This is an optimization exercise on Yosys and OpenROAD, whose aim is small area, not a production implementation. Function was checked by simulation only, so behaviour that the tests miss may differ from the original. Power and IR drop assume default switching activity.

==> design.v <==
package synth_pkg;
	localparam int NUM_OPS = 6;
endpackage
module wave_rom
(
	input logic [6:0] addr,
	output logic [6:0] data
);
	always_comb begin
		case (addr)
			7'd0: data = 7'd0;
			7'd1: data = 7'd3;
			7'd2: data = 7'd6;
			7'd3: data = 7'd9;
			7'd4: data = 7'd12;
			7'd5: data = 7'd16;
			7'd6: data = 7'd19;
			7'd7: data = 7'd22;
			7'd8: data = 7'd25;
			7'd9: data = 7'd28;
			7'd10: data = 7'd31;
			7'd11: data = 7'd34;
			7'd12: data = 7'd37;
			7'd13: data = 7'd40;
			7'd14: data = 7'd43;
			7'd15: data = 7'd46;
			7'd16: data = 7'd49;
			7'd17: data = 7'd51;
			7'd18: data = 7'd54;
			7'd19: data = 7'd57;
			7'd20: data = 7'd60;
			7'd21: data = 7'd63;
			7'd22: data = 7'd65;
			7'd23: data = 7'd68;
			7'd24: data = 7'd71;
			7'd25: data = 7'd73;
			7'd26: data = 7'd76;
			7'd27: data = 7'd78;
			7'd28: data = 7'd81;
			7'd29: data = 7'd83;
			7'd30: data = 7'd85;
			7'd31: data = 7'd88;
			7'd32: data = 7'd90;
			7'd33: data = 7'd92;
			7'd34: data = 7'd94;
			7'd35: data = 7'd96;
			7'd36: data = 7'd98;
			7'd37: data = 7'd100;
			7'd38: data = 7'd102;
			7'd39: data = 7'd104;
			7'd40: data = 7'd106;
			7'd41: data = 7'd107;
			7'd42: data = 7'd109;
			7'd43: data = 7'd111;
			7'd44: data = 7'd112;
			7'd45: data = 7'd113;
			7'd46: data = 7'd115;
			7'd47: data = 7'd116;
			7'd48: data = 7'd117;
			7'd49: data = 7'd118;
			7'd50: data = 7'd120;
			7'd51: data = 7'd121;
			7'd52: data = 7'd122;
			7'd53: data = 7'd122;
			7'd54: data = 7'd123;
			7'd55: data = 7'd124;
			7'd56: data = 7'd125;
			7'd57: data = 7'd125;
			7'd58: data = 7'd126;
			7'd59: data = 7'd126;
			7'd60: data = 7'd126;
			7'd61: data = 7'd127;
			7'd62: data = 7'd127;
			7'd63: data = 7'd127;
			7'd64: data = 7'd127;
			7'd65: data = 7'd127;
			7'd66: data = 7'd127;
			7'd67: data = 7'd127;
			7'd68: data = 7'd126;
			7'd69: data = 7'd126;
			7'd70: data = 7'd126;
			7'd71: data = 7'd125;
			7'd72: data = 7'd125;
			7'd73: data = 7'd124;
			7'd74: data = 7'd123;
			7'd75: data = 7'd122;
			7'd76: data = 7'd122;
			7'd77: data = 7'd121;
			7'd78: data = 7'd120;
			7'd79: data = 7'd118;
			7'd80: data = 7'd117;
			7'd81: data = 7'd116;
			7'd82: data = 7'd115;
			7'd83: data = 7'd113;
			7'd84: data = 7'd112;
			7'd85: data = 7'd111;
			7'd86: data = 7'd109;
			7'd87: data = 7'd107;
			7'd88: data = 7'd106;
			7'd89: data = 7'd104;
			7'd90: data = 7'd102;
			7'd91: data = 7'd100;
			7'd92: data = 7'd98;
			7'd93: data = 7'd96;
			7'd94: data = 7'd94;
			7'd95: data = 7'd92;
			7'd96: data = 7'd90;
			7'd97: data = 7'd88;
			7'd98: data = 7'd85;
			7'd99: data = 7'd83;
			7'd100: data = 7'd81;
			7'd101: data = 7'd78;
			7'd102: data = 7'd76;
			7'd103: data = 7'd73;
			7'd104: data = 7'd71;
			7'd105: data = 7'd68;
			7'd106: data = 7'd65;
			7'd107: data = 7'd63;
			7'd108: data = 7'd60;
			7'd109: data = 7'd57;
			7'd110: data = 7'd54;
			7'd111: data = 7'd51;
			7'd112: data = 7'd49;
			7'd113: data = 7'd46;
			7'd114: data = 7'd43;
			7'd115: data = 7'd40;
			7'd116: data = 7'd37;
			7'd117: data = 7'd34;
			7'd118: data = 7'd31;
			7'd119: data = 7'd28;
			7'd120: data = 7'd25;
			7'd121: data = 7'd22;
			7'd122: data = 7'd19;
			7'd123: data = 7'd16;
			7'd124: data = 7'd12;
			7'd125: data = 7'd9;
			7'd126: data = 7'd6;
			7'd127: data = 7'd3;
			default: data = 7'd0;
		endcase
	end
endmodule
module rip_add #(
	parameter int W = 16
) (
	input logic [W-1:0] a,
	input logic [W-1:0] b,
	input logic ci,
	output logic [W-1:0] s,
	output logic co
);
	logic [W:0] c;
	assign c[0] = ci;
	for (genvar i = 0; i < W; i++) begin : g_bit
		assign s[i] = a[i] ^ b[i] ^ c[i];
		assign c[i + 1] = (a[i] & b[i]) | (c[i] & (a[i] ^ b[i]));
	end
	assign co = c[W];
endmodule
module voice_mixer
(
	input logic [6:0] mag,
	input logic sgn,
	input logic [15:0] lvl,  
	input logic [18:0] base,
	output logic [18:0] acc_new
);
	logic [26:8] sum;
	logic [15:0] lx;
	assign lx = lvl ^ {16{sgn}};
	logic p1;
	logic p2;
	logic p3;
	logic p4;
	logic p5;
	logic p6;
	logic p7;
	logic p8;
	logic p9;
	logic p10;
	logic p11;
	logic p12;
	logic p13;
	logic p14;
	logic p15;
	logic p16;
	logic p17;
	logic p18;
	logic p19;
	logic p20;
	logic p21;
	logic p22;
	logic p23;
	logic p24;
	logic p25;
	logic p26;
	logic p27;
	logic p28;
	logic p29;
	logic p30;
	logic p31;
	logic p32;
	logic p33;
	logic p34;
	logic p35;
	logic p36;
	logic p37;
	logic p38;
	logic p39;
	logic p40;
	logic p41;
	logic p42;
	logic p43;
	logic p44;
	logic p45;
	logic p46;
	logic p47;
	logic p48;
	logic p49;
	logic p50;
	logic p51;
	logic p52;
	logic p53;
	logic p54;
	logic p55;
	logic p56;
	logic p57;
	logic p58;
	logic p59;
	logic p60;
	logic p61;
	logic p62;
	logic p63;
	logic p64;
	logic p65;
	logic p66;
	logic p67;
	logic p68;
	logic p69;
	logic p70;
	logic p71;
	logic p72;
	logic p73;
	logic p74;
	logic p75;
	logic p76;
	logic p77;
	logic p78;
	logic p79;
	logic p80;
	logic p81;
	logic p82;
	logic p83;
	logic p84;
	logic p85;
	logic p86;
	logic p87;
	logic p88;
	logic p89;
	logic p90;
	logic p91;
	logic p92;
	logic p93;
	logic p94;
	logic p95;
	logic p96;
	logic p97;
	logic p98;
	logic p99;
	logic p100;
	logic p101;
	logic p102;
	logic p103;
	logic p104;
	logic p105;
	logic p106;
	logic p107;
	logic p108;
	logic p109;
	logic p110;
	logic p111;
	logic p112;
	logic p113;
	logic p114;
	logic p115;
	logic p116;
	logic p117;
	logic p118;
	logic p119;
	logic s120;
	logic c121;
	logic s122;
	logic c123;
	logic s124;
	logic c125;
	logic s126;
	logic c127;
	logic s128;
	logic c129;
	logic s130;
	logic c131;
	logic s132;
	logic c133;
	logic s134;
	logic c135;
	logic s136;
	logic c137;
	logic s138;
	logic c139;
	logic s140;
	logic c141;
	logic s142;
	logic c143;
	logic s144;
	logic c145;
	logic s146;
	logic c147;
	logic s148;
	logic c149;
	logic s150;
	logic c151;
	logic s152;
	logic c153;
	logic s154;
	logic c155;
	logic s156;
	logic c157;
	logic s158;
	logic c159;
	logic s160;
	logic c161;
	logic s162;
	logic c163;
	logic s164;
	logic c165;
	logic s166;
	logic c167;
	logic s168;
	logic c169;
	logic s170;
	logic c171;
	logic s172;
	logic c173;
	logic s174;
	logic c175;
	logic s176;
	logic c177;
	logic s178;
	logic c179;
	logic s180;
	logic c181;
	logic s182;
	logic c183;
	logic s184;
	logic c185;
	logic s186;
	logic c187;
	logic s188;
	logic c189;
	logic s190;
	logic c191;
	logic s192;
	logic c193;
	logic s194;
	logic c195;
	logic s196;
	logic c197;
	logic s198;
	logic c199;
	logic s200;
	logic c201;
	logic s202;
	logic c203;
	logic s204;
	logic c205;
	logic s206;
	logic c207;
	logic s208;
	logic c209;
	logic s210;
	logic c211;
	logic s212;
	logic c213;
	logic s214;
	logic c215;
	logic s216;
	logic c217;
	logic s218;
	logic c219;
	logic s220;
	logic c221;
	logic s222;
	logic c223;
	logic s224;
	logic c225;
	logic s226;
	logic c227;
	logic s228;
	logic c229;
	logic s230;
	logic c231;
	logic s232;
	logic c233;
	logic s234;
	logic c235;
	logic s236;
	logic c237;
	logic s238;
	logic c239;
	logic s240;
	logic c241;
	logic s242;
	logic c243;
	logic s244;
	logic c245;
	logic s246;
	logic c247;
	logic s248;
	logic c249;
	logic s250;
	logic c251;
	logic s252;
	logic c253;
	logic s254;
	logic c255;
	logic s256;
	logic c257;
	logic s258;
	logic c259;
	logic s260;
	logic c261;
	logic s262;
	logic c263;
	logic s264;
	logic c265;
	logic s266;
	logic c267;
	logic s268;
	logic c269;
	logic s270;
	logic c271;
	logic s272;
	logic c273;
	logic s274;
	logic c275;
	logic s276;
	logic c277;
	logic s278;
	logic c279;
	logic s280;
	logic c281;
	logic s282;
	logic c283;
	logic s284;
	logic c285;
	logic s286;
	logic c287;
	logic s288;
	logic c289;
	logic s290;
	logic c291;
	logic s292;
	logic c293;
	logic s294;
	logic c295;
	logic s296;
	logic c297;
	logic s298;
	logic c299;
	logic s300;
	logic c301;
	logic s302;
	logic c303;
	logic s304;
	logic c305;
	logic s306;
	logic c307;
	logic s308;
	logic c309;
	logic s310;
	logic c311;
	logic r312;
	logic r313;
	logic r314;
	logic r315;
	logic r316;
	logic r317;
	logic r318;
	logic r319;
	logic r320;
	logic r321;
	logic r322;
	logic r323;
	logic r324;
	logic r325;
	logic u326;
	logic v327;
	logic r328;
	logic r329;
	logic u330;
	logic v331;
	logic r332;
	logic r333;
	logic u334;
	logic v335;
	logic r336;
	logic r337;
	logic u338;
	logic v339;
	logic r340;
	logic r341;
	logic u342;
	logic v343;
	logic r344;
	logic r345;
	logic u346;
	logic v347;
	logic r348;
	logic r349;
	logic u350;
	logic v351;
	logic r352;
	logic r353;
	logic u354;
	logic v355;
	logic r356;
	logic r357;
	logic u358;
	logic v359;
	logic r360;
	logic r361;
	logic u362;
	logic v363;
	logic r364;
	logic r365;
	logic u366;
	logic v367;
	logic r368;
	logic r369;
	logic u370;
	logic v371;
	logic r372;
	logic r373;
	logic u374;
	logic v375;
	assign p1 = mag[0] & lx[0];
	assign p2 = mag[0] & lx[1];
	assign p3 = mag[0] & lx[2];
	assign p4 = mag[0] & lx[3];
	assign p5 = mag[0] & lx[4];
	assign p6 = mag[0] & lx[5];
	assign p7 = mag[0] & lx[6];
	assign p8 = mag[0] & lx[7];
	assign p9 = mag[0] & lx[8];
	assign p10 = mag[0] & lx[9];
	assign p11 = mag[0] & lx[10];
	assign p12 = mag[0] & lx[11];
	assign p13 = mag[0] & lx[12];
	assign p14 = mag[0] & lx[13];
	assign p15 = mag[0] & lx[14];
	assign p16 = ~(mag[0] & lx[15]);
	assign p17 = sgn & mag[0];
	assign p18 = mag[1] & lx[0];
	assign p19 = mag[1] & lx[1];
	assign p20 = mag[1] & lx[2];
	assign p21 = mag[1] & lx[3];
	assign p22 = mag[1] & lx[4];
	assign p23 = mag[1] & lx[5];
	assign p24 = mag[1] & lx[6];
	assign p25 = mag[1] & lx[7];
	assign p26 = mag[1] & lx[8];
	assign p27 = mag[1] & lx[9];
	assign p28 = mag[1] & lx[10];
	assign p29 = mag[1] & lx[11];
	assign p30 = mag[1] & lx[12];
	assign p31 = mag[1] & lx[13];
	assign p32 = mag[1] & lx[14];
	assign p33 = ~(mag[1] & lx[15]);
	assign p34 = sgn & mag[1];
	assign p35 = mag[2] & lx[0];
	assign p36 = mag[2] & lx[1];
	assign p37 = mag[2] & lx[2];
	assign p38 = mag[2] & lx[3];
	assign p39 = mag[2] & lx[4];
	assign p40 = mag[2] & lx[5];
	assign p41 = mag[2] & lx[6];
	assign p42 = mag[2] & lx[7];
	assign p43 = mag[2] & lx[8];
	assign p44 = mag[2] & lx[9];
	assign p45 = mag[2] & lx[10];
	assign p46 = mag[2] & lx[11];
	assign p47 = mag[2] & lx[12];
	assign p48 = mag[2] & lx[13];
	assign p49 = mag[2] & lx[14];
	assign p50 = ~(mag[2] & lx[15]);
	assign p51 = sgn & mag[2];
	assign p52 = mag[3] & lx[0];
	assign p53 = mag[3] & lx[1];
	assign p54 = mag[3] & lx[2];
	assign p55 = mag[3] & lx[3];
	assign p56 = mag[3] & lx[4];
	assign p57 = mag[3] & lx[5];
	assign p58 = mag[3] & lx[6];
	assign p59 = mag[3] & lx[7];
	assign p60 = mag[3] & lx[8];
	assign p61 = mag[3] & lx[9];
	assign p62 = mag[3] & lx[10];
	assign p63 = mag[3] & lx[11];
	assign p64 = mag[3] & lx[12];
	assign p65 = mag[3] & lx[13];
	assign p66 = mag[3] & lx[14];
	assign p67 = ~(mag[3] & lx[15]);
	assign p68 = sgn & mag[3];
	assign p69 = mag[4] & lx[0];
	assign p70 = mag[4] & lx[1];
	assign p71 = mag[4] & lx[2];
	assign p72 = mag[4] & lx[3];
	assign p73 = mag[4] & lx[4];
	assign p74 = mag[4] & lx[5];
	assign p75 = mag[4] & lx[6];
	assign p76 = mag[4] & lx[7];
	assign p77 = mag[4] & lx[8];
	assign p78 = mag[4] & lx[9];
	assign p79 = mag[4] & lx[10];
	assign p80 = mag[4] & lx[11];
	assign p81 = mag[4] & lx[12];
	assign p82 = mag[4] & lx[13];
	assign p83 = mag[4] & lx[14];
	assign p84 = ~(mag[4] & lx[15]);
	assign p85 = sgn & mag[4];
	assign p86 = mag[5] & lx[0];
	assign p87 = mag[5] & lx[1];
	assign p88 = mag[5] & lx[2];
	assign p89 = mag[5] & lx[3];
	assign p90 = mag[5] & lx[4];
	assign p91 = mag[5] & lx[5];
	assign p92 = mag[5] & lx[6];
	assign p93 = mag[5] & lx[7];
	assign p94 = mag[5] & lx[8];
	assign p95 = mag[5] & lx[9];
	assign p96 = mag[5] & lx[10];
	assign p97 = mag[5] & lx[11];
	assign p98 = mag[5] & lx[12];
	assign p99 = mag[5] & lx[13];
	assign p100 = mag[5] & lx[14];
	assign p101 = ~(mag[5] & lx[15]);
	assign p102 = sgn & mag[5];
	assign p103 = mag[6] & lx[0];
	assign p104 = mag[6] & lx[1];
	assign p105 = mag[6] & lx[2];
	assign p106 = mag[6] & lx[3];
	assign p107 = mag[6] & lx[4];
	assign p108 = mag[6] & lx[5];
	assign p109 = mag[6] & lx[6];
	assign p110 = mag[6] & lx[7];
	assign p111 = mag[6] & lx[8];
	assign p112 = mag[6] & lx[9];
	assign p113 = mag[6] & lx[10];
	assign p114 = mag[6] & lx[11];
	assign p115 = mag[6] & lx[12];
	assign p116 = mag[6] & lx[13];
	assign p117 = mag[6] & lx[14];
	assign p118 = ~(mag[6] & lx[15]);
	assign p119 = sgn & mag[6];
	assign s120 = p6 ^ p22;
	assign c121 = p6 & p22;
	assign s122 = p7 ^ p23 ^ p39;
	assign c123 = (p7 & p23) | (p7 & p39) | (p23 & p39);
	assign s124 = p55 ^ p71;
	assign c125 = p55 & p71;
	assign s126 = p8 ^ p24 ^ p40;
	assign c127 = (p8 & p24) | (p8 & p40) | (p24 & p40);
	assign s128 = p56 ^ p72;
	assign c129 = p56 & p72;
	assign s130 = p9 ^ p25 ^ p41;
	assign c131 = (p9 & p25) | (p9 & p41) | (p25 & p41);
	assign s132 = p57 ^ p73 ^ p89;
	assign c133 = (p57 & p73) | (p57 & p89) | (p73 & p89);
	assign s134 = p10 ^ p26 ^ p42;
	assign c135 = (p10 & p26) | (p10 & p42) | (p26 & p42);
	assign s136 = p58 ^ p74 ^ p90;
	assign c137 = (p58 & p74) | (p58 & p90) | (p74 & p90);
	assign s138 = p11 ^ p27 ^ p43;
	assign c139 = (p11 & p27) | (p11 & p43) | (p27 & p43);
	assign s140 = p59 ^ p75 ^ p91;
	assign c141 = (p59 & p75) | (p59 & p91) | (p75 & p91);
	assign s142 = p12 ^ p28 ^ p44;
	assign c143 = (p12 & p28) | (p12 & p44) | (p28 & p44);
	assign s144 = p60 ^ p76 ^ p92;
	assign c145 = (p60 & p76) | (p60 & p92) | (p76 & p92);
	assign s146 = p13 ^ p29 ^ p45;
	assign c147 = (p13 & p29) | (p13 & p45) | (p29 & p45);
	assign s148 = p61 ^ p77 ^ p93;
	assign c149 = (p61 & p77) | (p61 & p93) | (p77 & p93);
	assign s150 = p14 ^ p30 ^ p46;
	assign c151 = (p14 & p30) | (p14 & p46) | (p30 & p46);
	assign s152 = p62 ^ p78 ^ p94;
	assign c153 = (p62 & p78) | (p62 & p94) | (p78 & p94);
	assign s154 = p15 ^ p31 ^ p47;
	assign c155 = (p15 & p31) | (p15 & p47) | (p31 & p47);
	assign s156 = p63 ^ p79 ^ p95;
	assign c157 = (p63 & p79) | (p63 & p95) | (p79 & p95);
	assign s158 = p16 ^ p32 ^ p48;
	assign c159 = (p16 & p32) | (p16 & p48) | (p32 & p48);
	assign s160 = p64 ^ p80 ^ p96;
	assign c161 = (p64 & p80) | (p64 & p96) | (p80 & p96);
	assign s162 = p33 ^ p49 ^ p65;
	assign c163 = (p33 & p49) | (p33 & p65) | (p49 & p65);
	assign s164 = p81 ^ p97;
	assign c165 = p81 & p97;
	assign s166 = p50 ^ p66 ^ p82;
	assign c167 = (p50 & p66) | (p50 & p82) | (p66 & p82);
	assign s168 = p4 ^ p20;
	assign c169 = p4 & p20;
	assign s170 = p5 ^ p21 ^ p37;
	assign c171 = (p5 & p21) | (p5 & p37) | (p21 & p37);
	assign s172 = p53 ^ p69;
	assign c173 = p53 & p69;
	assign s174 = s120 ^ p38 ^ p54;
	assign c175 = (s120 & p38) | (s120 & p54) | (p38 & p54);
	assign s176 = p70 ^ p86 ^ p102;
	assign c177 = (p70 & p86) | (p70 & p102) | (p86 & p102);
	assign s178 = c121 ^ s122 ^ s124;
	assign c179 = (c121 & s122) | (c121 & s124) | (s122 & s124);
	assign s180 = p87 ^ p103 ^ p119;
	assign c181 = (p87 & p103) | (p87 & p119) | (p103 & p119);
	assign s182 = c123 ^ c125 ^ s126;
	assign c183 = (c123 & c125) | (c123 & s126) | (c125 & s126);
	assign s184 = s128 ^ p88 ^ p104;
	assign c185 = (s128 & p88) | (s128 & p104) | (p88 & p104);
	assign s186 = c127 ^ c129 ^ s130;
	assign c187 = (c127 & c129) | (c127 & s130) | (c129 & s130);
	assign s188 = s132 ^ p105 ^ base[0];
	assign c189 = (s132 & p105) | (s132 & base[0]) | (p105 & base[0]);
	assign s190 = c131 ^ c133 ^ s134;
	assign c191 = (c131 & c133) | (c131 & s134) | (c133 & s134);
	assign s192 = s136 ^ p106 ^ base[1];
	assign c193 = (s136 & p106) | (s136 & base[1]) | (p106 & base[1]);
	assign s194 = c135 ^ c137 ^ s138;
	assign c195 = (c135 & c137) | (c135 & s138) | (c137 & s138);
	assign s196 = s140 ^ p107 ^ base[2];
	assign c197 = (s140 & p107) | (s140 & base[2]) | (p107 & base[2]);
	assign s198 = c139 ^ c141 ^ s142;
	assign c199 = (c139 & c141) | (c139 & s142) | (c141 & s142);
	assign s200 = s144 ^ p108 ^ base[3];
	assign c201 = (s144 & p108) | (s144 & base[3]) | (p108 & base[3]);
	assign s202 = c143 ^ c145 ^ s146;
	assign c203 = (c143 & c145) | (c143 & s146) | (c145 & s146);
	assign s204 = s148 ^ p109 ^ base[4];
	assign c205 = (s148 & p109) | (s148 & base[4]) | (p109 & base[4]);
	assign s206 = c147 ^ c149 ^ s150;
	assign c207 = (c147 & c149) | (c147 & s150) | (c149 & s150);
	assign s208 = s152 ^ p110 ^ base[5];
	assign c209 = (s152 & p110) | (s152 & base[5]) | (p110 & base[5]);
	assign s210 = c151 ^ c153 ^ s154;
	assign c211 = (c151 & c153) | (c151 & s154) | (c153 & s154);
	assign s212 = s156 ^ p111 ^ base[6];
	assign c213 = (s156 & p111) | (s156 & base[6]) | (p111 & base[6]);
	assign s214 = c155 ^ c157 ^ s158;
	assign c215 = (c155 & c157) | (c155 & s158) | (c157 & s158);
	assign s216 = s160 ^ p112 ^ base[7];
	assign c217 = (s160 & p112) | (s160 & base[7]) | (p112 & base[7]);
	assign s218 = c159 ^ c161 ^ s162;
	assign c219 = (c159 & c161) | (c159 & s162) | (c161 & s162);
	assign s220 = s164 ^ p113 ^ base[8];
	assign c221 = (s164 & p113) | (s164 & base[8]) | (p113 & base[8]);
	assign s222 = c163 ^ c165 ^ s166;
	assign c223 = (c163 & c165) | (c163 & s166) | (c165 & s166);
	assign s224 = p98 ^ p114 ^ base[9];
	assign c225 = (p98 & p114) | (p98 & base[9]) | (p114 & base[9]);
	assign s226 = c167 ^ p67 ^ p83;
	assign c227 = (c167 & p67) | (c167 & p83) | (p67 & p83);
	assign s228 = p99 ^ p115 ^ base[10];
	assign c229 = (p99 & p115) | (p99 & base[10]) | (p115 & base[10]);
	assign s230 = p84 ^ p100 ^ p116;
	assign c231 = (p84 & p100) | (p84 & p116) | (p100 & p116);
	assign s232 = p3 ^ p19;
	assign c233 = p3 & p19;
	assign s234 = s168 ^ p36 ^ p52;
	assign c235 = (s168 & p36) | (s168 & p52) | (p36 & p52);
	assign s236 = c169 ^ s170 ^ s172;
	assign c237 = (c169 & s170) | (c169 & s172) | (s170 & s172);
	assign s238 = c171 ^ c173 ^ s174;
	assign c239 = (c171 & c173) | (c171 & s174) | (c173 & s174);
	assign s240 = c175 ^ c177 ^ s178;
	assign c241 = (c175 & c177) | (c175 & s178) | (c177 & s178);
	assign s242 = c179 ^ c181 ^ s182;
	assign c243 = (c179 & c181) | (c179 & s182) | (c181 & s182);
	assign s244 = c183 ^ c185 ^ s186;
	assign c245 = (c183 & c185) | (c183 & s186) | (c185 & s186);
	assign s246 = c187 ^ c189 ^ s190;
	assign c247 = (c187 & c189) | (c187 & s190) | (c189 & s190);
	assign s248 = c191 ^ c193 ^ s194;
	assign c249 = (c191 & c193) | (c191 & s194) | (c193 & s194);
	assign s250 = c195 ^ c197 ^ s198;
	assign c251 = (c195 & c197) | (c195 & s198) | (c197 & s198);
	assign s252 = c199 ^ c201 ^ s202;
	assign c253 = (c199 & c201) | (c199 & s202) | (c201 & s202);
	assign s254 = c203 ^ c205 ^ s206;
	assign c255 = (c203 & c205) | (c203 & s206) | (c205 & s206);
	assign s256 = c207 ^ c209 ^ s210;
	assign c257 = (c207 & c209) | (c207 & s210) | (c209 & s210);
	assign s258 = c211 ^ c213 ^ s214;
	assign c259 = (c211 & c213) | (c211 & s214) | (c213 & s214);
	assign s260 = c215 ^ c217 ^ s218;
	assign c261 = (c215 & c217) | (c215 & s218) | (c217 & s218);
	assign s262 = c219 ^ c221 ^ s222;
	assign c263 = (c219 & c221) | (c219 & s222) | (c221 & s222);
	assign s264 = c223 ^ c225 ^ s226;
	assign c265 = (c223 & c225) | (c223 & s226) | (c225 & s226);
	assign s266 = c227 ^ c229 ^ s230;
	assign c267 = (c227 & c229) | (c227 & s230) | (c229 & s230);
	assign s268 = c231 ^ p101 ^ p117;
	assign c269 = (c231 & p101) | (c231 & p117) | (p101 & p117);
	assign s270 = p2 ^ p18;
	assign c271 = p2 & p18;
	assign s272 = s232 ^ p35 ^ p51;
	assign c273 = (s232 & p35) | (s232 & p51) | (p35 & p51);
	assign s274 = c233 ^ s234 ^ p68;
	assign c275 = (c233 & s234) | (c233 & p68) | (s234 & p68);
	assign s276 = c235 ^ s236 ^ p85;
	assign c277 = (c235 & s236) | (c235 & p85) | (s236 & p85);
	assign s278 = c237 ^ s238 ^ s176;
	assign c279 = (c237 & s238) | (c237 & s176) | (s238 & s176);
	assign s280 = c239 ^ s240 ^ s180;
	assign c281 = (c239 & s240) | (c239 & s180) | (s240 & s180);
	assign s282 = c241 ^ s242 ^ s184;
	assign c283 = (c241 & s242) | (c241 & s184) | (s242 & s184);
	assign s284 = c243 ^ s244 ^ s188;
	assign c285 = (c243 & s244) | (c243 & s188) | (s244 & s188);
	assign s286 = c245 ^ s246 ^ s192;
	assign c287 = (c245 & s246) | (c245 & s192) | (s246 & s192);
	assign s288 = c247 ^ s248 ^ s196;
	assign c289 = (c247 & s248) | (c247 & s196) | (s248 & s196);
	assign s290 = c249 ^ s250 ^ s200;
	assign c291 = (c249 & s250) | (c249 & s200) | (s250 & s200);
	assign s292 = c251 ^ s252 ^ s204;
	assign c293 = (c251 & s252) | (c251 & s204) | (s252 & s204);
	assign s294 = c253 ^ s254 ^ s208;
	assign c295 = (c253 & s254) | (c253 & s208) | (s254 & s208);
	assign s296 = c255 ^ s256 ^ s212;
	assign c297 = (c255 & s256) | (c255 & s212) | (s256 & s212);
	assign s298 = c257 ^ s258 ^ s216;
	assign c299 = (c257 & s258) | (c257 & s216) | (s258 & s216);
	assign s300 = c259 ^ s260 ^ s220;
	assign c301 = (c259 & s260) | (c259 & s220) | (s260 & s220);
	assign s302 = c261 ^ s262 ^ s224;
	assign c303 = (c261 & s262) | (c261 & s224) | (s262 & s224);
	assign s304 = c263 ^ s264 ^ s228;
	assign c305 = (c263 & s264) | (c263 & s228) | (s264 & s228);
	assign s306 = c265 ^ s266 ^ base[11];
	assign c307 = (c265 & s266) | (c265 & base[11]) | (s266 & base[11]);
	assign s308 = c267 ^ s268 ^ base[12];
	assign c309 = (c267 & s268) | (c267 & base[12]) | (s268 & base[12]);
	assign s310 = c269 ^ p118 ^ base[13];
	assign c311 = (c269 & p118) | (c269 & base[13]) | (p118 & base[13]);
	assign r312 = (p1 & p17) | (1'b0 & (p1 ^ p17));
	assign r313 = (s270 & p34) | (r312 & (s270 ^ p34));
	assign r314 = (c271 & s272) | (r313 & (c271 ^ s272));
	assign r315 = (c273 & s274) | (r314 & (c273 ^ s274));
	assign r316 = (c275 & s276) | (r315 & (c275 ^ s276));
	assign r317 = (c277 & s278) | (r316 & (c277 ^ s278));
	assign r318 = (c279 & s280) | (r317 & (c279 ^ s280));
	assign r319 = (c281 & s282) | (r318 & (c281 ^ s282));
	assign sum[8] = c283 ^ s284 ^ r319;
	assign r320 = (c283 & s284) | (r319 & (c283 ^ s284));
	assign sum[9] = c285 ^ s286 ^ r320;
	assign r321 = (c285 & s286) | (r320 & (c285 ^ s286));
	assign sum[10] = c287 ^ s288 ^ r321;
	assign r322 = (c287 & s288) | (r321 & (c287 ^ s288));
	assign sum[11] = c289 ^ s290 ^ r322;
	assign r323 = (c289 & s290) | (r322 & (c289 ^ s290));
	assign sum[12] = c291 ^ s292 ^ r323;
	assign r324 = (c291 & s292) | (r323 & (c291 ^ s292));
	assign sum[13] = c293 ^ s294 ^ r324;
	assign r325 = (c293 & s294) | (r324 & (c293 ^ s294));
	assign u326 = c295 ^ s296 ^ 1'b0;
	assign v327 = c295 ^ s296 ^ 1'b1;
	assign sum[14] = r325 ? v327 : u326;
	assign r328 = (c295 & s296) | (1'b0 & (c295 ^ s296));
	assign r329 = (c295 & s296) | (1'b1 & (c295 ^ s296));
	assign u330 = c297 ^ s298 ^ r328;
	assign v331 = c297 ^ s298 ^ r329;
	assign sum[15] = r325 ? v331 : u330;
	assign r332 = (c297 & s298) | (r328 & (c297 ^ s298));
	assign r333 = (c297 & s298) | (r329 & (c297 ^ s298));
	assign u334 = c299 ^ s300 ^ r332;
	assign v335 = c299 ^ s300 ^ r333;
	assign sum[16] = r325 ? v335 : u334;
	assign r336 = (c299 & s300) | (r332 & (c299 ^ s300));
	assign r337 = (c299 & s300) | (r333 & (c299 ^ s300));
	assign u338 = c301 ^ s302 ^ r336;
	assign v339 = c301 ^ s302 ^ r337;
	assign sum[17] = r325 ? v339 : u338;
	assign r340 = (c301 & s302) | (r336 & (c301 ^ s302));
	assign r341 = (c301 & s302) | (r337 & (c301 ^ s302));
	assign u342 = c303 ^ s304 ^ r340;
	assign v343 = c303 ^ s304 ^ r341;
	assign sum[18] = r325 ? v343 : u342;
	assign r344 = (c303 & s304) | (r340 & (c303 ^ s304));
	assign r345 = (c303 & s304) | (r341 & (c303 ^ s304));
	assign u346 = c305 ^ s306 ^ r344;
	assign v347 = c305 ^ s306 ^ r345;
	assign sum[19] = r325 ? v347 : u346;
	assign r348 = (c305 & s306) | (r344 & (c305 ^ s306));
	assign r349 = (c305 & s306) | (r345 & (c305 ^ s306));
	assign u350 = c307 ^ s308 ^ r348;
	assign v351 = c307 ^ s308 ^ r349;
	assign sum[20] = r325 ? v351 : u350;
	assign r352 = (c307 & s308) | (r348 & (c307 ^ s308));
	assign r353 = (c307 & s308) | (r349 & (c307 ^ s308));
	assign u354 = c309 ^ s310 ^ r352;
	assign v355 = c309 ^ s310 ^ r353;
	assign sum[21] = r325 ? v355 : u354;
	assign r356 = (c309 & s310) | (r352 & (c309 ^ s310));
	assign r357 = (c309 & s310) | (r353 & (c309 ^ s310));
	assign u358 = c311 ^ base[14] ^ r356;
	assign v359 = c311 ^ base[14] ^ r357;
	assign sum[22] = r325 ? v359 : u358;
	assign r360 = (c311 & base[14]) | (r356 & (c311 ^ base[14]));
	assign r361 = (c311 & base[14]) | (r357 & (c311 ^ base[14]));
	assign u362 = base[15] ^ 1'b0 ^ r360;
	assign v363 = base[15] ^ 1'b0 ^ r361;
	assign sum[23] = r325 ? v363 : u362;
	assign r364 = (base[15] & 1'b0) | (r360 & (base[15] ^ 1'b0));
	assign r365 = (base[15] & 1'b0) | (r361 & (base[15] ^ 1'b0));
	assign u366 = base[16] ^ 1'b0 ^ r364;
	assign v367 = base[16] ^ 1'b0 ^ r365;
	assign sum[24] = r325 ? v367 : u366;
	assign r368 = (base[16] & 1'b0) | (r364 & (base[16] ^ 1'b0));
	assign r369 = (base[16] & 1'b0) | (r365 & (base[16] ^ 1'b0));
	assign u370 = base[17] ^ 1'b0 ^ r368;
	assign v371 = base[17] ^ 1'b0 ^ r369;
	assign sum[25] = r325 ? v371 : u370;
	assign r372 = (base[17] & 1'b0) | (r368 & (base[17] ^ 1'b0));
	assign r373 = (base[17] & 1'b0) | (r369 & (base[17] ^ 1'b0));
	assign u374 = base[18] ^ 1'b0 ^ r372;
	assign v375 = base[18] ^ 1'b0 ^ r373;
	assign sum[26] = r325 ? v375 : u374;
	assign acc_new = sum[26:8];
endmodule
module fm_voice (
	input logic clk37,
	input logic rst,
	input logic cmd_valid,
	input logic [31:0] cmd_data,
	output logic signed [15:0] sample,
	output logic sample_valid,
	output logic cmd_busy
);
	localparam int NOPS = synth_pkg::NUM_OPS;
	logic [2:0] s;
	logic [2:0] s3;  
	logic started;  
	logic z2, z1, z0;  
	logic clr_f;  
	logic clr_e;
	assign s3 = (s >= 3'd3) ? s - 3'd3 : s + 3'd3;
	always_ff @(posedge clk37) begin
		if (rst) begin
			s <= 3'd3;
			started <= 1'b0;
			z2 <= 1'b1;
			z1 <= 1'b1;
			z0 <= 1'b1;
		end else begin
			s <= (s == 3'd5) ? 3'd0 : s + 3'd1;
			if (s == 3'd1) started <= 1'b1;
			if (started && s == 3'd3) z2 <= 1'b0;
			z1 <= z2;
			z0 <= z1;
		end
	end
	assign clr_f = z0 && !started && (s[2] | (s[1] & s[0]));  
	assign clr_e = z2;
	logic [3:0] words_left;
	logic cur_env;  
	logic [2:0] cur_idx;
	logic gate;
	logic [5:0] mix_mask;
	logic [31:0] fld [1:7];  
	logic [31:0] last_q;  
	logic [2:0] eidx;  
	logic [2:0] fidx;  
	logic last_word;
	logic idx_ok;
	logic wr_env;
	logic wr_freq;
	assign cmd_busy = |words_left;
	assign last_word = cmd_valid && (words_left == 4'd1) && !rst;
	assign idx_ok = !(cur_idx[2] && cur_idx[1]);
	assign wr_env = last_word && idx_ok && cur_env;
	assign wr_freq = last_word && idx_ok && !cur_env;
	always_ff @(posedge clk37) begin
		if (rst) begin
			words_left <= '0;
			gate <= 1'b0;
			mix_mask <= '0;
		end else if (cmd_valid) begin
			if (cmd_busy) begin
				words_left <= words_left - 4'd1;
			end else begin
				cur_env <= cmd_data[31:24] == 8'd1;
				cur_idx <= cmd_data[18:16];
				if (cmd_data[31:24] == 8'd1) words_left <= 4'd8;
				if (cmd_data[31:24] == 8'd3) words_left <= 4'd1;
				if (cmd_data[31:24] == 8'd2) begin
					gate <= cmd_data[0];
					mix_mask <= cmd_data[13:8];
				end
			end
		end
	end
	always_ff @(posedge clk37) begin
		if ((cmd_valid && words_left == 4'd8) || wr_freq) fld[1] <= cmd_data;
		for (int m = 2; m < 8; m++) begin
			if (cmd_valid && words_left == 4'(9 - m)) fld[m] <= cmd_data;
		end
		if (wr_env) last_q <= cmd_data;
		if (wr_env) eidx <= cur_idx;
		if (wr_freq) fidx <= cur_idx;
	end
	logic pend_a, pend_b, pend_f;
	logic live0, live3, pa0, pa3, pb3;
	logic flive0, flive3, pf0, pf3;
	logic ins_a0, ins_a3, ins_b3, ins_f0, ins_f3;
	logic [31:0] re_inc_w;
	logic [31:0] freq_w0, freq_w3;
	assign live0 = wr_env && cur_idx == s;
	assign live3 = wr_env && cur_idx == s3;
	assign pa0 = pend_a && eidx == s;
	assign pa3 = pend_a && eidx == s3;
	assign pb3 = pend_b && eidx == s3;
	assign flive0 = wr_freq && cur_idx == s;
	assign flive3 = wr_freq && cur_idx == s3;
	assign pf0 = pend_f && fidx == s;
	assign pf3 = pend_f && fidx == s3;
	assign ins_a0 = live0 || pa0;
	assign ins_a3 = live3 || pa3;
	assign ins_b3 = live3 || pb3;
	assign ins_f0 = flive0 || pf0;
	assign ins_f3 = flive3 || pf3;
	assign re_inc_w = wr_env ? cmd_data : last_q;
	assign freq_w0 = flive0 ? cmd_data : fld[1];
	assign freq_w3 = flive3 ? cmd_data : fld[1];
	always_ff @(posedge clk37) begin
		if (rst) begin
			pend_a <= 1'b0;
			pend_b <= 1'b0;
			pend_f <= 1'b0;
		end else begin
			pend_a <= (wr_env && !live0 && !live3) || (pend_a && !pa0 && !pa3);
			pend_b <= (wr_env && !live3) || (pend_b && !pb3);
			pend_f <= (wr_freq && !flive0 && !flive3) || (pend_f && !pf0 && !pf3);
		end
	end
	logic [95:0] pa [NOPS];  
	logic [127:0] pb [NOPS];  
	logic [31:0] pr [NOPS];  
	logic [31:0] pf [NOPS];  
	logic [95:0] a_w;
	logic [127:0] b_w;
	assign a_w = {fld[1], fld[2], fld[3]};
	assign b_w = {fld[4], fld[5], fld[6], fld[7]};
	logic keep_a0, keep_a3, keep_b3, keep_f0, keep_f3;
	assign keep_a0 = !ins_a0 && !clr_e;
	assign keep_a3 = !ins_a3 && !clr_e;
	assign keep_b3 = !ins_b3 && !clr_e;
	assign keep_f0 = !ins_f0 && !clr_f;
	assign keep_f3 = !ins_f3 && !clr_f;
	always_ff @(posedge clk37) begin
		pa[0] <= pa[1];
		pa[1] <= pa[2];
		pa[2] <= ({96{ins_a3}} & a_w) | ({96{keep_a3}} & pa[3]);
		pa[3] <= pa[4];
		pa[4] <= pa[5];
		pa[5] <= ({96{ins_a0}} & a_w) | ({96{keep_a0}} & pa[0]);
		pr[0] <= pr[1];
		pr[1] <= pr[2];
		pr[2] <= ({32{ins_b3}} & re_inc_w) | ({32{keep_b3}} & pr[3]);
		pr[3] <= pr[4];
		pr[4] <= pr[5];
		pr[5] <= pr[0];
		pb[0] <= pb[1];
		pb[1] <= pb[2];
		pb[2] <= ({128{ins_b3}} & b_w) | ({128{keep_b3}} & pb[3]);
		pb[3] <= pb[4];
		pb[4] <= pb[5];
		pb[5] <= pb[0];
		pf[0] <= pf[1];
		pf[1] <= pf[2];
		pf[2] <= ({32{ins_f3}} & freq_w3) | ({32{keep_f3}} & pf[3]);
		pf[3] <= pf[4];
		pf[4] <= pf[5];
		pf[5] <= ({32{ins_f0}} & freq_w0) | ({32{keep_f0}} & pf[0]);
	end
	logic [2:0] st_r [NOPS];
	logic [31:0] cnt_r [NOPS];
	logic [31:0] amp_r [NOPS];
	logic [31:0] ph_r [NOPS];
	logic gate_d1, gate_d2;
	always_ff @(posedge clk37) begin
		gate_d1 <= gate;
		gate_d2 <= gate_d1;
	end
	logic [15:0] ph_lo;
	logic ph_c;
	rip_add #(16) ph_lo_add (
		.a(z2 ? 16'd0 : ph_r[2][15:0]),
		.b(pf[2][15:0]),
		.ci(1'b0),
		.s(ph_lo),
		.co(ph_c)
	);
	logic [15:0] ph_hi;
	logic ph_cq;
	logic [2:0] st1;
	logic [15:0] isel1;
	logic [15:0] amp_lo;
	logic amp_c, amp_cq;
	rip_add #(16) ph_hi_add (
		.a(z1 ? 16'd0 : ph_r[1][31:16]),
		.b(pf[1][31:16]),
		.ci(ph_cq),
		.s(ph_hi),
		.co()
	);
	assign st1 = z1 ? 3'd0 : st_r[1];
	always_comb begin
		case (st1)
			3'd1: isel1 = pa[1][47:32];  
			3'd2: isel1 = pb[1][111:96];  
			default: isel1 = pr[1][15:0];  
		endcase
	end
	rip_add #(16) amp_lo_add (
		.a(amp_r[1][15:0]),
		.b(isel1),
		.ci(1'b0),
		.s(amp_lo),
		.co(amp_c)
	);
	always_ff @(posedge clk37) begin
		ph_cq <= ph_c;
		amp_cq <= amp_c;
	end
	logic [31:0] at_time, at_inc, de_time, de_inc, su_time, su_lvl, re_time, re_inc;
	assign {at_time, at_inc, de_time} = pa[0];
	assign {de_inc, su_time, su_lvl, re_time} = pb[0];
	assign re_inc = pr[0];
	logic [2:0] st;
	logic is_i, is_s, is_r;
	logic [31:0] tsel, amp_sum, cnt_inc;
	logic [15:0] isel0;
	logic eq, tr;
	logic [2:0] nst;
	logic [31:0] ncnt, namp;
	assign st = z0 ? 3'd0 : st_r[0];
	assign is_i = st == 3'd0;
	assign is_s = st == 3'd3;
	assign is_r = !(is_i || st == 3'd1 || st == 3'd2 || is_s);
	always_comb begin
		case (st)
			3'd1: tsel = at_time;
			3'd2: tsel = de_time;
			3'd3: tsel = su_time;
			default: tsel = re_time;
		endcase
		case (st)
			3'd1: isel0 = at_inc[31:16];
			3'd2: isel0 = de_inc[31:16];
			default: isel0 = re_inc[31:16];
		endcase
	end
	assign eq = cnt_r[0] == tsel;
	rip_add #(16) amp_hi_add (
		.a(amp_r[0][31:16]),
		.b(isel0),
		.ci(amp_cq),
		.s(amp_sum[31:16]),
		.co()
	);
	assign amp_sum[15:0] = amp_r[0][15:0];
	assign cnt_inc = cnt_r[0] + 32'd1;
	assign tr = is_r ? (eq || amp_sum[31]) : (eq || !gate_d2);
	always_comb begin
		if (is_i) nst = {2'b00, gate_d2};
		else if (!tr) nst = st;
		else if (is_r) nst = 3'd0;
		else if (gate_d2) nst = st + 3'd1;
		else nst = 3'd4;
	end
	assign ncnt = (is_i || tr) ? 32'd0 : cnt_inc;
	assign namp = is_s ? su_lvl : ((is_i || (is_r && tr)) ? 32'd0 : amp_sum);
	always_ff @(posedge clk37) begin
		for (int k = 0; k < NOPS - 1; k++) begin
			st_r[k] <= st_r[k + 1];
			cnt_r[k] <= cnt_r[k + 1];
			amp_r[k] <= amp_r[k + 1];
			ph_r[k] <= ph_r[k + 1];
		end
		ph_r[1][15:0] <= ph_lo;
		ph_r[0][31:16] <= ph_hi;
		amp_r[0][15:0] <= amp_lo;
		st_r[NOPS - 1] <= nst;
		cnt_r[NOPS - 1] <= ncnt;
		amp_r[NOPS - 1] <= namp;
		ph_r[NOPS - 1] <= ph_r[0];
	end
	logic [6:0] rom_data;
	logic [6:0] mag;
	logic sgn;
	logic [18:0] acc;
	logic [18:0] acc_new;
	wave_rom wave_rom_inst (
		.addr(ph_r[0][30:24]),
		.data(rom_data)
	);
	always_ff @(posedge clk37) begin
		mag <= mix_mask[s] ? rom_data : 7'd0;
		sgn <= mix_mask[s] && ph_r[0][31];
	end
	voice_mixer voice_mixer_inst (
		.mag(mag),
		.sgn(sgn),
		.lvl(amp_r[NOPS - 1][31:16]),
		.base((s == 3'd1) ? 19'd426752 : acc),
		.acc_new(acc_new)
	);
	always_ff @(posedge clk37) begin
		acc <= acc_new;
	end
	assign sample = acc[18:3];
	assign sample_valid = started && s == 3'd1;
endmodule
==> flow/run.sh <==
#!/bin/bash
# The standard layout (standard.sh), except that clock tree synthesis adds
# no dummy loads to balance the tree. The full tool output goes to standard.log
# here and to the ORFS logs under orfs/logs.
set -e
cd "$(dirname "$0")/.."
export CTS_ARGS="-sink_clustering_enable -repair_clock_nets -dont_use_dummy_load -sink_clustering_size 35 -sink_clustering_max_diameter 55 -buf_list sky130_fd_sc_hd__clkbuf_16"
bash standard.sh > standard.log 2>&1
==> standard.sh <==
#!/bin/bash
# synth_recipe.tcl (not shown) runs the flow's synth.tcl, then flattens the netlist and writes it again
# the make line also repeats each setting of config.mk as NAME=value (left out here)
make -C /OpenROAD-flow-scripts/flow DESIGN_CONFIG=/design/flow/config.mk WORK_HOME=/design/flow/orfs CLKGATE_MAP_FILE= SYNTH_SCRIPT=/design/flow/synth_recipe.tcl "${@:-finish}"
==> config.mk <==
export PLATFORM = sky130hd
export DESIGN_NAME = fm_voice
export DESIGN_NICKNAME = fm_voice
export VERILOG_FILES = /design/flow/design.v
export SDC_FILE = /design/flow/constraint.sdc
export NUM_CORES = 4
export LEC_CHECK = 0
export CAP_MARGIN = 20
export CORE_MARGIN = 2
export CORE_UTILIZATION = 70
export CTS_BUF_LIST = sky130_fd_sc_hd__clkbuf_16
export CTS_CLUSTER_DIAMETER = 60
export CTS_CLUSTER_SIZE = 30
export PLACE_DENSITY = 0.8
export SLEW_MARGIN = 20
==> constraint.sdc <==
create_clock -name core_clock -period 10.0 [get_ports {clk37}]
set_input_delay 2.0000 -clock core_clock [delete_from_list [all_inputs] [get_ports {clk37}]]
set_output_delay 2.0000 -clock core_clock [all_outputs]
set_load 0.01 [all_outputs]
==> metrics.md, run 1 <==
| Metric | Value |
|---|---|
| Detailed Routing Iterations Pass 1 | `6` |
| Library cell contributing the largest single delay on the critical path | `sky130_fd_sc_hd__fa_1` |
| Synthesis-to-finish area growth | `7.28%` |
| Met3 WL post-DR | `8670 microns` |
| Post-DR vias/cell | `5.46` |
| DRC violation count after routing | `0` |
| Cell count after placement | `6814` |
| Height of the die | `328 microns` |
| Overflow left after global routing | `0` |
| Largest net degree at the start of global routing | `93` |
| Max Fclk | `104 MHz` |
| Fraction of registers with async set/reset | `0` |
| Worst clock skew | `90.1 ps` |
| Number of warning messages in the yosys log | `20` |
| Critical Path Max Stage Delay | `540 ps` |
| Multiplexer share of the synthesized area | `0.0106` |
| H-tree depth | `4` |
| Count of endpoints failing setup in the final report | `0` |
| EDFF count, synth | `234` |
| Post-synthesis cell area | `73300 sq um` |
| Part of the Yosys area used for sequential elements | `0.753` |
| Initial antenna violation count | `8` |
| Synth Area in Simple Gates | `0.0999` |
| Critical Path Source Type | `register` |
| Placeable core region | `104000 sq um` |
| Setup_tns | `0 ps` |
| Post-cts hold buffer count | `0` |
| Post-synthesis compound-gate area fraction | `0.0499` |
| Gp weighted congestion | `0.835` |
| Synth cell count leaders | `sky130_fd_sc_hd__dfxtp_1 (2406), sky130_fd_sc_hd__nand2_1 (718), sky130_fd_sc_hd__nand2b_1 (242)` |
| Critical path endpoint category | `register` |
| Share of the synthesized area in the top cell type | `0.657` |
| Required time at the worst-slack endpoint | `10600 ps` |
| Final period demand of the worst path | `9630 ps` |
| Max-capacitance violation count | `0` |
| Area share of xor/xnor cells in the synthesized design | `0.0119` |
| Setup repair after global routing missed its margin | `no` |
| Dominant cell type by area after synthesis | `sky130_fd_sc_hd__dfxtp_1` |
| Number of nets in the synthesized netlist | `5806` |
| Cell row count | `118` |
| Overall Global Routing Usage | `0.272` |
| Area contributors post-synth | `sky130_fd_sc_hd__dfxtp_1 (66%), sky130_fd_sc_hd__edfxtp_1 (9.6%), sky130_fd_sc_hd__fa_1 (4.4%)` |
| Worst min-delay path class | `reg2reg` |
| Antenna violation net count after detailed routing | `0` |
| Power density relative to cell area | `210 nW/um^2` |
| TritonCTS buffer count | `133` |
| WHS | `284 ps` |
| Cell with the most instances on the worst path | `sky130_fd_sc_hd__fa_2` |
| Crit path setup slack, layout | `368 ps` |
| Final #Nets | `5809` |
| Top-level port count | `53` |
| Die footprint | `107000 sq um` |
| Place WS | `-351 ps` |
| Routed met2 length | `66500 microns` |
| Sinks on the clock net | `2640` |
| Slew Viols, Final | `0` |
| First-pass GRT wire length | `222000 microns` |
| Filler Cell Count | `6251` |
| Slew of the pin with the lowest slew margin | `1080 ps` |
| DR iter-0 viols | `3224` |
| Highest metal used | `met5` |
| Die Span X | `328 microns` |
| Count of mapped cells out of synthesis | `5567` |
| Final cell count without fillers | `6952` |
| Number of buffer cells added on primary ports | `52` |
| Aggregate routed wire length | `144000 microns` |
| Buffer depth of the longest clock path | `3` |
| Share of post-route cells with drive strength above 1 | `0.0501` |
| Number of global-route vias before repair | `38400` |
| Headroom to the max-slew limit | `0.278` |
| Post-synthesis sequential element count | `2640` |
| Final HPWL DP | `86800 microns` |
| TritonCTS clock tree | `yes` |
| Kind of critical path | `reg2reg` |
| Clock Tree Root | `sky130_fd_sc_hd__clkbuf_16` |
| Post-synthesis cell type count | `61` |
| Effective utilization at floorplan | `0.708` |
| Syn avg cell area | `13.2 sq um` |
| Routed metal-1 wire length | `65700 microns` |
| Result of the run | `timing/DRC/antenna clean` |
| Part of the cycle the worst path needs | `0.963` |
| Commonest register cell after synthesis | `sky130_fd_sc_hd__dfxtp_1` |
| Maximum fanout count along the critical path | `8` |
| Crit path DAT | `10240 ps` |
| Reported leakage power | `30.6 nW` |
| Via count of the routed design | `38000` |
| Adder-Cell Fraction of Synth Area | `0.0514` |
| Count of final hold-check violations | `0` |
| Combinational family with the most area after synthesis | `simple AND/OR/NAND/NOR gates` |
| Cell with the most instances after synthesis | `sky130_fd_sc_hd__dfxtp_1` |
| Later-pin clock latency in the skew report | `770 ps` |
| Clock edge transition at the registers on the reported setup and hold paths | `80 ps` |
| Detailed-route wire length per cell | `20.8 microns` |
| Worst supply voltage drop on vdd | `192 uV` |
[critical path: cells and delay by family, from the launching register on]
family,cells,cell delay [ps]
adders and majority gates,22,8080
xor gates and xnor gates,2,310
and+or+nand+nor,2,270
AOI/OAI and AO/OA,2,170
buffers and inverters,5,340
DFF,1,340
[path summary, 6_finish.rpt]
path         startpoint         to  slack [ps]  depth (start not counted)
max                 sgn    acc[18]         370                         33
min           pb[1][49]  pb[0][49]         280                          0
max reg2reg         sgn    acc[18]         370                         33
min reg2reg   pb[1][49]  pb[0][49]         280                          0
[registers in the layout, indices dropped and copies added, names as in the netlist, 3 cells and up]
signal      cells
last_q         32
pa            576
st_r           18
amp_r         192
s               3
pb            768
pf            192
words_left      4
eidx            3
cnt_r         192
fld           224
mix_mask        6
pr            192
acc            19
cur_idx         3
mag             7
fidx            3
ph_r          192
[logic make-up (layout without fill, tap and decap cells)]
kind of cell	after synthesis	after routing
xor gates and xnor gates	100	100
DFF	2640	2640
other	0	4
and+or+nand+nor	1505	1505
muxes	74	74
AOI/OAI and AO/OA	621	621
buffers and inverters	423	424
adders and majority gates	204	204
[metrics by stage]
step / cell area [sq um] / power (W) / utilization
after floorplan: 73400 / 0.0112 / -
after global placement: 75300 / 0.0114 / 0.726
after detailed placement: 75300 / 0.0114 / 0.726
after CTS: 78600 / 0.0166 / 0.759
after global routing: 78700 / 0.0170 / 0.759
final: 78700 / 0.0165 / 0.759
[area by class of cell]
| class | instances | area (sq um) | share of cell area |
|---|---|---|---|
| timing repair buffer | 136 | 1180 | 0.0150 |
| clock buffer | 133 | 3330 | 0.0423 |
| antenna | 4 | 10.0 | 0.000127 |
| multi-input combinational | 2504 | 16600 | 0.212 |
| sequential | 2640 | 55200 | 0.702 |
| tap | 1380 | 1730 | 0.0219 |
| inverter | 155 | 582 | 0.00740 |
[repair_timing]
item,4_1_cts,5_1_grt
cloned,0,0
endpoints found under the setup margin,3,3
buffers inserted,1,0
pin swaps,4,7
gates resized for setup,4,4
[layer usage]
layer / up-vias / global-route usage
li1: 17900 / -
met1: 18800 / 0.396
met2: 1066 / 0.432
met3: 224 / 0.0403
met4: 2 / 0.0780
met5: - / 0
[report_power, final]
group          switching, W  internal (W)
Clock               0.00299       0.00238
Sequential        0.0000308        0.0107
Combinational      0.000236      0.000171
[placed cells by master, fill, tap and decap left out, types with 5 or more instances in the layout]
cell and instances:
sky130_fd_sc_hd__nor3_1 13, sky130_fd_sc_hd__fa_2 13, sky130_fd_sc_hd__clkbuf_16 133, sky130_fd_sc_hd__a211oi_1 37, sky130_fd_sc_hd__nor2_1 148, sky130_fd_sc_hd__and3_1 12, sky130_fd_sc_hd__ha_1 41, sky130_fd_sc_hd__a211oi_2 5
sky130_fd_sc_hd__a22oi_1 16, sky130_fd_sc_hd__o211ai_1 5, sky130_fd_sc_hd__nand3_1 75, sky130_fd_sc_hd__o21a_1 7, sky130_fd_sc_hd__nand2b_1 240, sky130_fd_sc_hd__xor2_1 42, sky130_fd_sc_hd__o21ai_0 221, sky130_fd_sc_hd__dfxtp_1 2403
sky130_fd_sc_hd__inv_1 153, sky130_fd_sc_hd__mux2i_1 71, sky130_fd_sc_hd__a22o_1 15, sky130_fd_sc_hd__clkdlybuf4s50_1 52, sky130_fd_sc_hd__nor2b_1 31, sky130_fd_sc_hd__xnor2_1 54, sky130_fd_sc_hd__a21oi_1 183, sky130_fd_sc_hd__a32oi_1 32
sky130_fd_sc_hd__nand2_1 714, sky130_fd_sc_hd__fa_1 149, sky130_fd_sc_hd__a31oi_1 68, sky130_fd_sc_hd__and2_1 87, sky130_fd_sc_hd__nand3b_1 130, sky130_fd_sc_hd__nand4_1 16, sky130_fd_sc_hd__edfxtp_1 234, sky130_fd_sc_hd__buf_4 82
==> run 2, diff against run 1 <==
--- a/design.v
+++ b/design.v
@@ -951,10 +951,14 @@
 	localparam int NOPS = synth_pkg::NUM_OPS;
 	logic [2:0] s;
+	logic [2:0] s2;  
 	logic [2:0] s3;  
+	logic [2:0] s4;  
 	logic started;  
 	logic z2, z1, z0;  
 	logic clr_f;  
 	logic clr_e;
+	assign s2 = (s >= 3'd4) ? s - 3'd4 : s + 3'd2;
 	assign s3 = (s >= 3'd3) ? s - 3'd3 : s + 3'd3;
+	assign s4 = (s >= 3'd2) ? s - 3'd2 : s + 3'd4;
 	always_ff @(posedge clk37) begin
 		if (rst) begin
@@ -972,5 +976,5 @@
 		end
 	end
-	assign clr_f = z0 && !started && (s[2] | (s[1] & s[0]));  
+	assign clr_f = rst || (z0 && !started && (s == 3'd3 || s == 3'd4));  
 	assign clr_e = z2;
 	logic [3:0] words_left;
@@ -1021,10 +1025,8 @@
 		if (wr_freq) fidx <= cur_idx;
 	end
-	logic pend_a, pend_b, pend_f;
+	logic pend_a, pend_b, pend_r, pend_f;
 	logic live0, live3, pa0, pa3, pb3;
-	logic flive0, flive3, pf0, pf3;
-	logic ins_a0, ins_a3, ins_b3, ins_f0, ins_f3;
-	logic [31:0] re_inc_w;
-	logic [31:0] freq_w0, freq_w3;
+	logic pf0, pf2, pf4;
+	logic ins_a0, ins_a3, ins_b3, ins_r2;
 	assign live0 = wr_env && cur_idx == s;
 	assign live3 = wr_env && cur_idx == s3;
@@ -1032,25 +1034,22 @@
 	assign pa3 = pend_a && eidx == s3;
 	assign pb3 = pend_b && eidx == s3;
-	assign flive0 = wr_freq && cur_idx == s;
-	assign flive3 = wr_freq && cur_idx == s3;
 	assign pf0 = pend_f && fidx == s;
-	assign pf3 = pend_f && fidx == s3;
+	assign pf2 = pend_f && fidx == s2;
+	assign pf4 = pend_f && fidx == s4;
 	assign ins_a0 = live0 || pa0;
 	assign ins_a3 = live3 || pa3;
 	assign ins_b3 = live3 || pb3;
-	assign ins_f0 = flive0 || pf0;
-	assign ins_f3 = flive3 || pf3;
-	assign re_inc_w = wr_env ? cmd_data : last_q;
-	assign freq_w0 = flive0 ? cmd_data : fld[1];
-	assign freq_w3 = flive3 ? cmd_data : fld[1];
+	assign ins_r2 = pend_r && eidx == s2;
 	always_ff @(posedge clk37) begin
 		if (rst) begin
 			pend_a <= 1'b0;
 			pend_b <= 1'b0;
+			pend_r <= 1'b0;
 			pend_f <= 1'b0;
 		end else begin
 			pend_a <= (wr_env && !live0 && !live3) || (pend_a && !pa0 && !pa3);
 			pend_b <= (wr_env && !live3) || (pend_b && !pb3);
-			pend_f <= (wr_freq && !flive0 && !flive3) || (pend_f && !pf0 && !pf3);
+			pend_r <= wr_env || (pend_r && !ins_r2);
+			pend_f <= wr_freq || (pend_f && !pf0 && !pf2 && !pf4);
 		end
 	end
@@ -1063,10 +1062,12 @@
 	assign a_w = {fld[1], fld[2], fld[3]};
 	assign b_w = {fld[4], fld[5], fld[6], fld[7]};
-	logic keep_a0, keep_a3, keep_b3, keep_f0, keep_f3;
+	logic keep_a0, keep_a3, keep_b3, keep_r2, keep_f0, keep_f2, keep_f4;
 	assign keep_a0 = !ins_a0 && !clr_e;
 	assign keep_a3 = !ins_a3 && !clr_e;
 	assign keep_b3 = !ins_b3 && !clr_e;
-	assign keep_f0 = !ins_f0 && !clr_f;
-	assign keep_f3 = !ins_f3 && !clr_f;
+	assign keep_r2 = !ins_r2 && !clr_e;
+	assign keep_f0 = !pf0 && !clr_f;
+	assign keep_f2 = !pf2 && !clr_f;
+	assign keep_f4 = !pf4 && !clr_f;
 	always_ff @(posedge clk37) begin
 		pa[0] <= pa[1];
@@ -1077,6 +1078,6 @@
 		pa[5] <= ({96{ins_a0}} & a_w) | ({96{keep_a0}} & pa[0]);
 		pr[0] <= pr[1];
-		pr[1] <= pr[2];
-		pr[2] <= ({32{ins_b3}} & re_inc_w) | ({32{keep_b3}} & pr[3]);
+		pr[1] <= ({32{ins_r2}} & last_q) | ({32{keep_r2}} & pr[2]);
+		pr[2] <= pr[3];
 		pr[3] <= pr[4];
 		pr[4] <= pr[5];
@@ -1089,9 +1090,9 @@
 		pb[5] <= pb[0];
 		pf[0] <= pf[1];
-		pf[1] <= pf[2];
-		pf[2] <= ({32{ins_f3}} & freq_w3) | ({32{keep_f3}} & pf[3]);
-		pf[3] <= pf[4];
+		pf[1] <= ({32{pf2}} & fld[1]) | ({32{keep_f2}} & pf[2]);
+		pf[2] <= pf[3];
+		pf[3] <= ({32{pf4}} & fld[1]) | ({32{keep_f4}} & pf[4]);
 		pf[4] <= pf[5];
-		pf[5] <= ({32{ins_f0}} & freq_w0) | ({32{keep_f0}} & pf[0]);
+		pf[5] <= ({32{pf0}} & fld[1]) | ({32{keep_f0}} & pf[0]);
 	end
 	logic [2:0] st_r [NOPS];
@@ -1105,24 +1106,15 @@
 	end
 	logic [15:0] ph_lo;
-	logic ph_c;
-	rip_add #(16) ph_lo_add (
-		.a(z2 ? 16'd0 : ph_r[2][15:0]),
-		.b(pf[2][15:0]),
-		.ci(1'b0),
-		.s(ph_lo),
-		.co(ph_c)
-	);
-	logic [15:0] ph_hi;
-	logic ph_cq;
+	logic ph_c, ph_cq;
 	logic [2:0] st1;
 	logic [15:0] isel1;
 	logic [15:0] amp_lo;
 	logic amp_c, amp_cq;
-	rip_add #(16) ph_hi_add (
-		.a(z1 ? 16'd0 : ph_r[1][31:16]),
-		.b(pf[1][31:16]),
-		.ci(ph_cq),
-		.s(ph_hi),
-		.co()
+	rip_add #(16) ph_lo_add (
+		.a(z1 ? 16'd0 : ph_r[1][15:0]),
+		.b(pf[1][15:0]),
+		.ci(1'b0),
+		.s(ph_lo),
+		.co(ph_c)
 	);
 	assign st1 = z1 ? 3'd0 : st_r[1];
@@ -1145,4 +1137,12 @@
 		amp_cq <= amp_c;
 	end
+	logic [15:0] ph_hi;
+	rip_add #(16) ph_hi_add (
+		.a(z0 ? 16'd0 : ph_r[0][31:16]),
+		.b(pf[0][31:16]),
+		.ci(ph_cq),
+		.s(ph_hi),
+		.co()
+	);
 	logic [31:0] at_time, at_inc, de_time, de_inc, su_time, su_lvl, re_time, re_inc;
 	assign {at_time, at_inc, de_time} = pa[0];
@@ -1200,11 +1200,10 @@
 			ph_r[k] <= ph_r[k + 1];
 		end
-		ph_r[1][15:0] <= ph_lo;
-		ph_r[0][31:16] <= ph_hi;
+		ph_r[0][15:0] <= ph_lo;
 		amp_r[0][15:0] <= amp_lo;
 		st_r[NOPS - 1] <= nst;
 		cnt_r[NOPS - 1] <= ncnt;
 		amp_r[NOPS - 1] <= namp;
-		ph_r[NOPS - 1] <= ph_r[0];
+		ph_r[NOPS - 1] <= {ph_hi, ph_r[0][15:0]};
 	end
 	logic [6:0] rom_data;
@@ -1214,10 +1213,10 @@
 	logic [18:0] acc_new;
 	wave_rom wave_rom_inst (
-		.addr(ph_r[0][30:24]),
+		.addr(ph_hi[14:8]),
 		.data(rom_data)
 	);
 	always_ff @(posedge clk37) begin
 		mag <= mix_mask[s] ? rom_data : 7'd0;
-		sgn <= mix_mask[s] && ph_r[0][31];
+		sgn <= mix_mask[s] && ph_hi[15];
 	end
 	voice_mixer voice_mixer_inst (
==> flow/run.sh (replaced) <==
#!/bin/bash
# The standard layout (standard.sh), except that clock tree synthesis adds
# no dummy loads to balance the tree. The full tool output goes to standard.log
# here and to the ORFS logs under orfs/logs.
set -e
cd "$(dirname "$0")/.."
export CTS_ARGS="-sink_clustering_enable -repair_clock_nets -dont_use_dummy_load -sink_clustering_size 30 -sink_clustering_max_diameter 60 -buf_list sky130_fd_sc_hd__clkbuf_16"
bash standard.sh > standard.log 2>&1
==> run 2 against run 1 <==
Effect of this change:
- sequential cell count increased by 1
- synthesized area increased by 1.6%
- clock skew rose by 17 ps
- cell area is 1.2% higher
- setup slack got worse by 34 ps
- total power fell by 1.7%
- count of clock-buffer cells in the layout shrank 13
- hold slack got worse by 3.1 ps
- critical endpoint unchanged
- highest routed layer unchanged
==> metrics.md, run 2 <==
| Metric | Value |
|---|---|
| Post-synthesis sequential element count | `2641` |
| Largest net degree at the start of global routing | `197` |
| TritonCTS clock tree | `yes` |
| Worst min-delay path class | `reg2reg` |
| Gp weighted congestion | `0.845` |
| Part of the cycle the worst path needs | `0.967` |
| Reported leakage power | `30.7 nW` |
| Part of the Yosys area used for sequential elements | `0.745` |
| Clock edge transition at the registers on the reported setup and hold paths | `100 ps` |
| Slew of the pin with the lowest slew margin | `1070 ps` |
| Required time at the worst-slack endpoint | `10540 ps` |
| Post-synthesis cell type count | `72` |
| Commonest register cell after synthesis | `sky130_fd_sc_hd__dfxtp_1` |
| Detailed-route wire length per cell | `21.2 microns` |
| Setup repair after global routing missed its margin | `no` |
| Result of the run | `timing/DRC/antenna clean` |
| Aggregate routed wire length | `143000 microns` |
| Antenna violation net count after detailed routing | `0` |
| Post-DR vias/cell | `5.50` |
| Max reg flops | `768` |
| Number of warning messages in the yosys log | `20` |
| EDFF count, synth | `266` |
| Final #Nets | `5614` |
| Cell count after placement | `6638` |
| Die Span X | `330 microns` |
| Initial antenna violation count | `11` |
| Library cell contributing the largest single delay on the critical path | `sky130_fd_sc_hd__fa_1` |
| Cell row count | `119` |
| Synth cell count leaders | `sky130_fd_sc_hd__dfxtp_1 (2375), sky130_fd_sc_hd__nand2_1 (309), sky130_fd_sc_hd__edfxtp_1 (266)` |
| DR iter-0 viols | `3388` |
| Count of mapped cells out of synthesis | `5358` |
| Effective utilization at floorplan | `0.707` |
| Largest registers | `pb (768), pa (576), fld (224)` |
| Number of buffer cells added on primary ports | `52` |
| PnR Total Power | `0.0162 W` |
| Die footprint | `109000 sq um` |
| Sinks on the clock net | `2641` |
| Critical Path Max Stage Delay | `590 ps` |
| TritonCTS buffer count | `120` |
| Number of instances on the worst hold path | `0` |
| Top-level port count | `53` |
| Number of nets in the synthesized netlist | `5602` |
| Kind of critical path | `reg2reg` |
| Post-synthesis cell area | `74500 sq um` |
| First-pass GRT wire length | `220000 microns` |
| Max-capacitance violation count | `0` |
| Final cell count without fillers | `6760` |
| DRC violation count after routing | `0` |
| Crit path DAT | `10210 ps` |
| Number of global-route vias before repair | `37500` |
| Fraction of registers with async set/reset | `0` |
| Cell with the most instances after synthesis | `sky130_fd_sc_hd__dfxtp_1` |
| Final HPWL DP | `87400 microns` |
| Worst supply voltage drop on vdd | `217 uV` |
| Register bank with the most flops | `pb` |
| Clock Tree Root | `sky130_fd_sc_hd__clkbuf_16` |
| Overflow left after global routing | `0` |
| Buffer depth of the longest clock path | `3` |
| Slew Viols, Final | `0` |
| Placeable core region | `105000 sq um` |
| Critical Path Source Type | `register` |
| Power density relative to cell area | `204 nW/um^2` |
| Via count of the routed design | `37200` |
| Overall Global Routing Usage | `0.267` |
| Max Fclk | `103 MHz` |
| Cell with the most instances on the worst path | `sky130_fd_sc_hd__fa_2` |
| Later-pin clock latency in the skew report | `740 ps` |
| Height of the die | `330 microns` |
| Dominant cell type by area after synthesis | `sky130_fd_sc_hd__dfxtp_1` |
| Count of endpoints failing setup in the final report | `0` |
| Count of final hold-check violations | `0` |
run 2: changes by cell type after synthesis, moves of 36 or more:
cell                       change
sky130_fd_sc_hd__nand3b_1     -96
sky130_fd_sc_hd__inv_1        +88
sky130_fd_sc_hd__a31oi_1      -41
sky130_fd_sc_hd__nor2b_1     +196
sky130_fd_sc_hd__nand2b_1     -97
sky130_fd_sc_hd__a21oi_1     -102
sky130_fd_sc_hd__mux2_2      +193
sky130_fd_sc_hd__o21ai_0      +36
sky130_fd_sc_hd__nand2_1     -409
sky130_fd_sc_hd__nor2_1       -59
run 2: path summary, 6_finish.rpt:
kind	start	slack, ps	end
worst max-delay path	sgn	330	acc[18]
worst min-delay path	amp_r[2][24]	280	amp_r[1][24]
worst max register to register	sgn	330	acc[18]
worst min register to register	amp_r[2][24]	280	amp_r[1][24]
run 2: metal layers:
| layer | track usage | vias to the layer above | wire [microns] |
|---|---|---|---|
| li1 | - | 17500 | - |
| met1 | 0.418 | 18500 | 68400 |
| met2 | 0.399 | 1085 | 62900 |
| met3 | 0.0333 | 165 | 9120 |
| met4 | 0.0688 | 2 | 3040 |
| met5 | 0 | - | 11 |
run 2: layout make-up:
type / count / area (sq um)
antenna: 1 / 2.50
clock buffer: 120 / 3000
fill: 6318 / 25800
inverter: 246 / 923
multi-input combinational: 2230 / 17200
sequential: 2641 / 55500
tap: 1391 / 1740
timing repair buffer: 131 / 1190
run 2: logic make-up after synthesis:
| group | Yosys count | share of synthesized area |
|---|---|---|
| flops | 2641 | 0.745 |
| buf+inv | 487 | 0.0265 |
| simple gates | 1078 | 0.0759 |
| fa+ha+maj | 209 | 0.0514 |
| mux | 270 | 0.0402 |
| xor+xnor | 71 | 0.00835 |
| compound gates | 602 | 0.0522 |
run 2: critical path: cells and delay by family, from the launching register on:
| kind | cells | cell delay (ps) |
|---|---|---|
| adders and majority gates | 22 | 7930 |
| AOI/OAI and AO/OA | 2 | 190 |
| muxes | 1 | 180 |
| and+or+nand+nor | 2 | 230 |
| DFF | 1 | 340 |
| xor gates and xnor gates | 2 | 290 |
| buffers and inverters | 5 | 380 |
run 2: what timing repair did:
| action | in CTS | in global routing |
|---|---|---|
| setup endpoints to repair | 2 | 3 |
| setup buffers | 0 | 0 |
| pin swaps | 6 | 10 |
| resized for setup | 2 | 7 |
| hold buffers | 0 | 0 |
run 2: power breakdown:
part,leakage (nW),internal (W),switching (W)
sequential,21.5,0.0107,0.0000355
clock,1.48,0.00213,0.00294
combinational,7.72,0.000160,0.000237
run 2: stage by stage:
| step | area (sq um) | setup slack (ps) |
|---|---|---|
| after floorplan | 74600 | 48.6 |
| final | 79600 | 334 |
| after global routing | 79600 | 24.6 |
| after CTS | 79600 | 15.9 |
| after global placement | 76500 | -104 |
| after detailed placement | 76600 | -171 |

Setup slack of run 2, layout unchanged: 0.334 ns with ideal ports, 0.334 ns with driving cells assumed (clock clkbuf_16, inputs buf_2), 0.334 ns with port delays also shifted by the 0.760 ns mid clock arrival.
